This is an optimization exercise on Yosys and OpenROAD, whose aim is small area and a short achievable clock period, not a production implementation. At most, simulation tests tie the RTL to the original design; equivalence was not proved. Power and IR drop assume default switching activity.

## the reference run
// mipsExecUnit
module mipsExecUnit
(
    input  logic        clk,
    input  logic        rstN,
    input  logic        instrValid,
    input  logic [31:0] instrWord,
    input  logic [31:0] rsValue,
    input  logic [31:0] rtValue,
    output logic        resultValid,
    output logic [32:0] execOut
);
Settings: LEC_CHECK=0, CAP_MARGIN=20, CORE_MARGIN=2, CORE_UTILIZATION=65, PLACE_DENSITY=0.85, SETUP_SLACK_MARGIN=5, SLEW_MARGIN=20; clock period 9.0 ns.
standard.sh (not shown) runs the stock make flow with config.mk's settings and CLKGATE_MAP_FILE= SYNTH_SCRIPT=/design/flow/synth_recipe.tcl, a recipe that flattens the netlist after the stock synthesis.
==> flow/flow/run.sh <==
#!/bin/bash
bash standard.sh SETUP_SLACK_MARGIN=5.45 finish > standard.log 2>&1
The reference run ran to completion and came out clean on the timing, DRC and antenna checks.
The inputs of the trial run differ from those of the reference run as listed below.
--- a/flow/design.v
+++ b/flow/design.v
@@ -1184,28 +1184,26 @@
     assign fs226 = fs204 ^ r2t[100] ^ fc203;
     assign fc226 = (fs204 & r2t[100]) | (fs204 & fc203) | (r2t[100] & fc203);
     logic [31:0] rowA, rowB;
     assign rowA = {(r2t[101] ^ r2t[102] ^ r2t[103] ^ r2t[104] ^ r2t[105] ^ fc204 ^ fc226), fs226, fs225, fs224, fs223, fs222, fs221, fs220, fs219, fs218, fs217, fs216, fs215, fs214, fs213, fs212, fs211, fs210, fs209, fs208, fs207, fs206, fs205, hs30, r2t[7], r2t[6], r2t[5], r2t[4], r2t[3], r2t[2], r2t[1], r2t[0]};
     assign rowB = {1'b0, fc225, fc224, fc223, fc222, fc221, fc220, fc219, fc218, fc217, fc216, fc215, fc214, fc213, fc212, fc211, fc210, fc209, fc208, fc207, fc206, fc205, hc30, r2t[12], 1'b0, 1'b0, 1'b0, 1'b0, 1'b0, 1'b0, 1'b0, 1'b0};
     logic [31:0] sum;
     assign sum = rowA + rowB;
     logic [31:0] sum3, res;
-    logic        srl3, sltK3, sltS3, tk3, pass3, nsrl3, npass3;
+    logic        srl3, slt3, sltK3, sltS3, tk3, pass3;
     always_ff @(posedge clk) begin
         if (!rstN) resultValid <= 1'b0;
         else       resultValid <= v2;
         sum3  <= sum;
-        srl3   <= srl2;
-        nsrl3  <= ~srl2;
-        pass3  <= ~srl2 & ~slt2;
-        npass3 <= srl2 | slt2;
+        srl3  <= srl2;
+        slt3  <= slt2;
         sltK3 <= sltK2;
         sltS3 <= sltS2;
         tk3   <= tk2;
     end
+    assign pass3 = ~srl3 & ~slt3;
     always_comb begin
-        for (int i = 1; i < 16; i++) res[i] = (pass3 & sum3[i]) | (srl3 & sum3[31-i]);
-        for (int i = 16; i < 32; i++) res[i] = ~((npass3 | ~sum3[i]) & (nsrl3 | ~sum3[31-i]));
+        for (int i = 1; i < 32; i++) res[i] = (pass3 & sum3[i]) | (srl3 & sum3[31-i]);
         res[0] = (pass3 & sum3[0]) | ((srl3 | sltS3) & sum3[31]) | sltK3;
     end
     assign execOut = {res, tk3};
 endmodule
--- outcome ---
On sequential share of layout area, the trial run and the reference run are neck and neck.
Largest net degree at the start of global routing was higher in the trial run than in the reference run.
Maximum clock skew at final layout in the trial run is 0.0085 ns higher than in the reference run
Area occupied by registers, the trial run and the reference run: lower on the trial run
From the trial run to the reference run, number of flops mapped to enable cells by yosys did not move at all.
In terms of routed wire length, the reference run and the trial run differ only marginally.
The trial run vs. the reference run: multi-input gate area in the final layout rose by about 0.5%; post-route cell area now sits lower; total power now larger.
For the reference run, only the layout was checked, not whether the RTL still works.

---

## rev 12
mipsExecUnit, a different RTL version from the one above (not shown whole).
Size in the first run: ~2800 cells after synthesis, roughly 130 I/O pins, ~23000 um2 of cells after synthesis.
export LEC_CHECK = 0
export CAP_MARGIN = 20
export CORE_MARGIN = 2
export CORE_UTILIZATION = 40
export SETUP_SLACK_MARGIN = 5
export SLEW_MARGIN = 20
create_clock -name core_clock -period 9.0 [get_ports {clk}]
run.sh (not shown) runs the stock make flow with config.mk's settings and CLKGATE_MAP_FILE= SYNTH_SCRIPT=/design/flow/synth_recipe.tcl, a recipe that flattens the netlist after the stock synthesis.
Stock flow here: none of the scripts above is used.
--- input diff rev 12..rev 13 ---
--- a/flow/design.v
+++ b/flow/design.v
@@ -185,56 +185,62 @@
         for (int i = 0; i < 32; i++) xSel[i] = tt[{rsValue[i], bSel[i]}];
     end
     assign shOne = 32'd1 << sh;
     assign aSel  = kShift ? shOne : rsValue;
     logic sgnDiff;
     assign sgnDiff = rsValue[31] ^ bSel[31];
     logic rsZero, rsEq, takenSel;
     assign rsZero = (rsValue == 32'd0);
     assign rsEq   = (rsValue == rtValue);
     assign takenSel = (oBeq & rsEq) | (oBne & ~rsEq) |
                       (oBgtz & ~rsValue[31] & ~rsZero) | (oBlez & (rsValue[31] | rsZero)) |
                       (oBltz & rsValue[31]) | (oBgez & ~rsValue[31]);
+    logic [32:0] xe0;
+    assign xe0 = {{xSel, 1'b0}};
+    logic [15:0] esgl, edbl, eneg;
+    always_comb begin
+        for (int i = 0; i < 16; i++) begin
+            esgl[i] = xe0[2*i+1] ^ xe0[2*i];
+            edbl[i] = (xe0[2*i+2] & ~xe0[2*i+1] & ~xe0[2*i]) | (~xe0[2*i+2] & xe0[2*i+1] & xe0[2*i]);
+            eneg[i] = xe0[2*i+2];
+        end
+    end
+    logic [47:0] fSel;
+    assign fSel = kMulX ? {{eneg, edbl, esgl}} : {{16'd0, xSel}};
     logic        v1;
-    logic [31:0] a1, x1;
+    logic [31:0] a1;
+    logic [47:0] f1;
     logic        mm1, one1, cin1, srl1, slt1, sltK1, sltS1, tk1;
     always_ff @(posedge clk) begin
         if (!rstN) v1 <= 1'b0;
         else       v1 <= instrValid;
         a1    <= aSel;
-        x1    <= xSel;
+        f1    <= fSel;
         mm1   <= kMulX;
         one1  <= kAddB | kSubB | kPassA;
         cin1  <= kSubB;
         srl1  <= fSrl;
         slt1  <= kSlt;
         sltK1 <= kSlt & sgnDiff & rsValue[31];
         sltS1 <= kSlt & ~sgnDiff;
         tk1   <= takenSel;
     end
-    logic [32:0] xe;
-    assign xe = {{x1, 1'b0}};
     logic [15:0] bsgl, bdbl, bneg;
-    always_comb begin
-        for (int i = 0; i < 16; i++) begin
-            bsgl[i] = mm1 & (xe[2*i+1] ^ xe[2*i]);
-            bdbl[i] = mm1 & ((xe[2*i+2] & ~xe[2*i+1] & ~xe[2*i]) | (~xe[2*i+2] & xe[2*i+1] & xe[2*i]));
-            bneg[i] = mm1 & xe[2*i+2];
-        end
-        bsgl[0] = bsgl[0] | one1;
-    end
+    assign bsgl = (f1[15:0] & {{16{{mm1}}}}) | {{15'd0, one1}};
+    assign bdbl = f1[31:16] & {{16{{mm1}}}};
+    assign bneg = f1[47:32];
+    logic [31:0] crow;
+    assign crow = f1[31:0] & {{32{{~mm1}}}};
     logic [32:0] ae;
     assign ae = {a1, 1'b0};
-    logic [31:0] crow;
-    assign crow = x1 & {32{~mm1}};
     logic [31:0] pp0;
     logic [29:0] pp1;
     logic [27:0] pp2;
     logic [25:0] pp3;
     logic [23:0] pp4;
     logic [21:0] pp5;
     logic [19:0] pp6;
     logic [17:0] pp7;
     logic [15:0] pp8;
     logic [13:0] pp9;
     logic [11:0] pp10;
     logic [9:0] pp11;
==> comparison <==
Relative to rev 12, fraction of synthesized cell area in xor and xnor cells increased by 7.4 points in rev 13. Internal power was lower in the run labelled rev 12. Of rev 13 and rev 12, rev 13 shows the higher minimum clock period after layout, with rev 12 below it. The estimated power of rev 13 ends up lower than the estimate for rev 12. Rev 13 vs rev 12 — depth of the worst register-to-register path dropped 2. Rev 12 → rev 13: global-route usage saw a decrease, fraction of power consumed by the clock network saw an increase, minimum setup slack in the final design saw a decrease, buffer and inverter count on the worst path saw little to no change.
No functional check of the RTL was part of any run of this note.

[separate check: timing with driven ports]
No port has a modelled driver above. Below, the same layouts with a new extraction and two added sets of constraints.
Step 1 (the two cells are an assumption about what drives the block):
set clk [get_ports {clk}]
set_driving_cell -lib_cell sky130_fd_sc_hd__clkbuf_16 $clk
set_driving_cell -lib_cell sky130_fd_sc_hd__buf_2 [delete_from_list [all_inputs] $clk]
Step 2 also shifts input and output timing later by t, the mid clock arrival at the registers, as if the neighbouring blocks saw the same clock.
Three values: no drivers, after step 1, after step 2; two values: the first two.
| run | t, ns | setup slack, ns | worst setup path after step 2 |
|---|---|---|---|
| the reference run | 0.629 | 5.324 / 5.273 / 4.831 | input to register |
| the trial run | 0.629 | 5.437 / 5.379 / 4.889 | input to register |
| rev 12 | 0.631 | 4.506 / 4.506 / 4.461 | input to register |
| rev 13 | 0.631 | 4.392 / 4.392 / 4.392 | register to register |
After both steps every run listed still meets setup and hold. The setup slack of the trial run, which loses most, moves by -0.058 ns with the drivers and by -0.548 ns with both steps.
